Source: an optimization exercise on an open RTL-to-GDS flow (aim: small area, a short achievable clock period and few clock cycles per item). Production flows keep margins and buffers that such runs may drop.
Only simulation tests tie the RTL to the original design; equivalence was not proved.
Power is estimated from default activity; no workload was simulated.

==> flow/design.v (excerpt) <==
module ternary_reversible_cascade_eval (
    input  wire logic                        i_clk,
    input  wire logic                        i_rst_n,
    input  wire logic                        i_cfg_we,
    input  wire logic [tre_pkg::CNT_W-1:0]   i_cfg_data,
    input  wire logic                        i_valid,
    output logic                             o_stall,
    input  wire logic                        i_func,
    input  wire logic [tre_pkg::IDX_W-1:0]   i_gate_index,
    input  wire logic [tre_pkg::TERM_W-1:0]  i_gate_control,
    input  wire logic [tre_pkg::TGT_W-1:0]   i_gate_target,
    input  wire logic [tre_pkg::OP_W-1:0]    i_gate_op,
    input  wire logic [tre_pkg::TERM_W-1:0]  i_term,
    output logic                             o_valid,
    input  wire logic                        i_stall,
    output logic [tre_pkg::TERM_W-1:0]       o_result_term
);
Settings: LEC_CHECK=0, CAP_MARGIN=20, CORE_MARGIN=2, CORE_UTILIZATION=50, SETUP_SLACK_MARGIN=2.55, SLEW_MARGIN=20; clock period 5.0 ns.
standard.sh (not shown) runs the stock make flow with config.mk's settings and CLKGATE_MAP_FILE= SYNTH_SCRIPT=/design/flow/synth_recipe.tcl, a recipe that flattens the netlist after the stock synthesis.
==> flow/flow/run.sh <==
#!/bin/bash
# Standard ORFS layout (the standard.sh, unchanged synthesis script), with slow
# multi-input OR/AND cells, 4-input NOR and mux4 added to the don't-use list so that
# ABC and the resizer build the gate logic from faster NAND/NOR/AOI cells. The
# platform's own don't-use cells are repeated first, since a make command-line
# variable replaces the platform's list. Registers are mapped exactly as in the
# standard synthesis (no flip-flop cell is affected).
set -euo pipefail
cd "$(dirname "$0")/.."
PLAT="sky130_fd_sc_hd__probe_p_8 sky130_fd_sc_hd__probec_p_8 sky130_fd_sc_hd__lpflow_bleeder_1 sky130_fd_sc_hd__lpflow_clkbufkapwr_1 sky130_fd_sc_hd__lpflow_clkbufkapwr_16 sky130_fd_sc_hd__lpflow_clkbufkapwr_2 sky130_fd_sc_hd__lpflow_clkbufkapwr_4 sky130_fd_sc_hd__lpflow_clkbufkapwr_8 sky130_fd_sc_hd__lpflow_clkinvkapwr_1 sky130_fd_sc_hd__lpflow_clkinvkapwr_16 sky130_fd_sc_hd__lpflow_clkinvkapwr_2 sky130_fd_sc_hd__lpflow_clkinvkapwr_4 sky130_fd_sc_hd__lpflow_clkinvkapwr_8 sky130_fd_sc_hd__lpflow_decapkapwr_12 sky130_fd_sc_hd__lpflow_decapkapwr_3 sky130_fd_sc_hd__lpflow_decapkapwr_4 sky130_fd_sc_hd__lpflow_decapkapwr_6 sky130_fd_sc_hd__lpflow_decapkapwr_8 sky130_fd_sc_hd__lpflow_inputiso0n_1 sky130_fd_sc_hd__lpflow_inputiso0p_1 sky130_fd_sc_hd__lpflow_inputiso1n_1 sky130_fd_sc_hd__lpflow_inputiso1p_1 sky130_fd_sc_hd__lpflow_inputisolatch_1 sky130_fd_sc_hd__lpflow_isobufsrc_1 sky130_fd_sc_hd__lpflow_isobufsrc_16 sky130_fd_sc_hd__lpflow_isobufsrc_2 sky130_fd_sc_hd__lpflow_isobufsrc_4 sky130_fd_sc_hd__lpflow_isobufsrc_8 sky130_fd_sc_hd__lpflow_isobufsrckapwr_16 sky130_fd_sc_hd__lpflow_lsbuf_lh_hl_isowell_tap_1 sky130_fd_sc_hd__lpflow_lsbuf_lh_hl_isowell_tap_2 sky130_fd_sc_hd__lpflow_lsbuf_lh_hl_isowell_tap_4 sky130_fd_sc_hd__lpflow_lsbuf_lh_isowell_4 sky130_fd_sc_hd__lpflow_lsbuf_lh_isowell_tap_1 sky130_fd_sc_hd__lpflow_lsbuf_lh_isowell_tap_2 sky130_fd_sc_hd__lpflow_lsbuf_lh_isowell_tap_4 "
EXTRA="sky130_fd_sc_hd__or2_0 sky130_fd_sc_hd__or2_1 sky130_fd_sc_hd__or2_2 sky130_fd_sc_hd__or2_4 sky130_fd_sc_hd__or3_0 sky130_fd_sc_hd__or3_1 sky130_fd_sc_hd__or3_2 sky130_fd_sc_hd__or3_4 sky130_fd_sc_hd__or4_0 sky130_fd_sc_hd__or4_1 sky130_fd_sc_hd__or4_2 sky130_fd_sc_hd__or4_4 sky130_fd_sc_hd__or3b_0 sky130_fd_sc_hd__or3b_1 sky130_fd_sc_hd__or3b_2 sky130_fd_sc_hd__or3b_4 sky130_fd_sc_hd__or4b_0 sky130_fd_sc_hd__or4b_1 sky130_fd_sc_hd__or4b_2 sky130_fd_sc_hd__or4b_4 sky130_fd_sc_hd__or4bb_0 sky130_fd_sc_hd__or4bb_1 sky130_fd_sc_hd__or4bb_2 sky130_fd_sc_hd__or4bb_4 sky130_fd_sc_hd__and3_0 sky130_fd_sc_hd__and3_1 sky130_fd_sc_hd__and3_2 sky130_fd_sc_hd__and3_4 sky130_fd_sc_hd__and4_0 sky130_fd_sc_hd__and4_1 sky130_fd_sc_hd__and4_2 sky130_fd_sc_hd__and4_4 sky130_fd_sc_hd__and3b_0 sky130_fd_sc_hd__and3b_1 sky130_fd_sc_hd__and3b_2 sky130_fd_sc_hd__and3b_4 sky130_fd_sc_hd__and4b_0 sky130_fd_sc_hd__and4b_1 sky130_fd_sc_hd__and4b_2 sky130_fd_sc_hd__and4b_4 sky130_fd_sc_hd__and4bb_0 sky130_fd_sc_hd__and4bb_1 sky130_fd_sc_hd__and4bb_2 sky130_fd_sc_hd__and4bb_4 sky130_fd_sc_hd__and2b_0 sky130_fd_sc_hd__and2b_1 sky130_fd_sc_hd__and2b_2 sky130_fd_sc_hd__and2b_4 sky130_fd_sc_hd__or2b_0 sky130_fd_sc_hd__or2b_1 sky130_fd_sc_hd__or2b_2 sky130_fd_sc_hd__or2b_4 sky130_fd_sc_hd__a2111o_0 sky130_fd_sc_hd__a2111o_1 sky130_fd_sc_hd__a2111o_2 sky130_fd_sc_hd__a2111o_4 sky130_fd_sc_hd__a211o_0 sky130_fd_sc_hd__a211o_1 sky130_fd_sc_hd__a211o_2 sky130_fd_sc_hd__a211o_4 sky130_fd_sc_hd__a311o_0 sky130_fd_sc_hd__a311o_1 sky130_fd_sc_hd__a311o_2 sky130_fd_sc_hd__a311o_4 sky130_fd_sc_hd__o2111a_0 sky130_fd_sc_hd__o2111a_1 sky130_fd_sc_hd__o2111a_2 sky130_fd_sc_hd__o2111a_4 sky130_fd_sc_hd__o211a_0 sky130_fd_sc_hd__o211a_1 sky130_fd_sc_hd__o211a_2 sky130_fd_sc_hd__o211a_4 sky130_fd_sc_hd__o311a_0 sky130_fd_sc_hd__o311a_1 sky130_fd_sc_hd__o311a_2 sky130_fd_sc_hd__o311a_4 sky130_fd_sc_hd__a41o_0 sky130_fd_sc_hd__a41o_1 sky130_fd_sc_hd__a41o_2 sky130_fd_sc_hd__a41o_4 sky130_fd_sc_hd__o41a_0 sky130_fd_sc_hd__o41a_1 sky130_fd_sc_hd__o41a_2 sky130_fd_sc_hd__o41a_4 sky130_fd_sc_hd__a32o_0 sky130_fd_sc_hd__a32o_1 sky130_fd_sc_hd__a32o_2 sky130_fd_sc_hd__a32o_4 sky130_fd_sc_hd__o32a_0 sky130_fd_sc_hd__o32a_1 sky130_fd_sc_hd__o32a_2 sky130_fd_sc_hd__o32a_4 sky130_fd_sc_hd__a31o_0 sky130_fd_sc_hd__a31o_1 sky130_fd_sc_hd__a31o_2 sky130_fd_sc_hd__a31o_4 sky130_fd_sc_hd__o31a_0 sky130_fd_sc_hd__o31a_1 sky130_fd_sc_hd__o31a_2 sky130_fd_sc_hd__o31a_4 sky130_fd_sc_hd__mux4_0 sky130_fd_sc_hd__mux4_1 sky130_fd_sc_hd__mux4_2 sky130_fd_sc_hd__mux4_4 sky130_fd_sc_hd__nor4_0 sky130_fd_sc_hd__nor4_1 sky130_fd_sc_hd__nor4_2 sky130_fd_sc_hd__nor4_4 sky130_fd_sc_hd__nor4b_0 sky130_fd_sc_hd__nor4b_1 sky130_fd_sc_hd__nor4b_2 sky130_fd_sc_hd__nor4b_4 sky130_fd_sc_hd__nor4bb_0 sky130_fd_sc_hd__nor4bb_1 sky130_fd_sc_hd__nor4bb_2 sky130_fd_sc_hd__nor4bb_4 sky130_fd_sc_hd__a2111oi_0 sky130_fd_sc_hd__a2111oi_1 sky130_fd_sc_hd__a2111oi_2 sky130_fd_sc_hd__a2111oi_4 sky130_fd_sc_hd__o2111ai_0 sky130_fd_sc_hd__o2111ai_1 sky130_fd_sc_hd__o2111ai_2 sky130_fd_sc_hd__o2111ai_4 "
bash standard.sh "DONT_USE_CELLS=$PLAT $EXTRA" finish > flow_standard.log 2>&1
The first run produced a clean layout.
Testbench counts at the start, summed over its fixed seeds: cycles 16,041, items 12,800.
==> next run, changes <==
--- a/flow/config.mk
+++ b/flow/config.mk
@@ -9,4 +9,4 @@
 export CORE_MARGIN = 2
 export CORE_UTILIZATION = 50
-export SETUP_SLACK_MARGIN = 2.55
+export SETUP_SLACK_MARGIN = 2.45
 export SLEW_MARGIN = 20
After rerunning: The changed run produced a clean layout. Power is lower by about 0.36%. Combinational power is lower by about 5%. Maximum frequency is lower by about 2.2%. Routed wire length is lower by 0.81%. Clock-buffer cell count is unchanged. Worst setup slack gets worse by 0.058 ns. Die area stays the same.

==> port drivers added, routing unchanged <==
No port has a modelled driver above. Below, the same layouts with a new extraction and two added sets of constraints. Step 1 (the two cells are an assumption about what drives the block):
set clk [get_ports {i_clk}]
set_driving_cell -lib_cell sky130_fd_sc_hd__clkbuf_16 $clk
set_driving_cell -lib_cell sky130_fd_sc_hd__buf_2 [delete_from_list [all_inputs] $clk]
Step 2 adds t to the input delays and takes it off the output delays; t is the mean of the earliest and latest rising clock arrival at the registers after step 1. Input paths then give back, and output paths get back, about the clock's delay inside the block. Three values: no drivers, after step 1, after step 2; two values: the first two.
| run | t (ns) | setup slack, ns | worst slew at a driven data input, ns |
|---|---|---|---|
| the first run | 1.019 | 2.492 / 2.402 / 1.967 | 0.12 |
| the second run | 1.047 | 2.434 / 2.379 / 1.950 | 0.11 |
After both steps setup and hold are still met in every run listed. For the first run, which loses most, drivers alone change the setup slack by -0.090 ns; drivers and shift together by -0.525 ns.
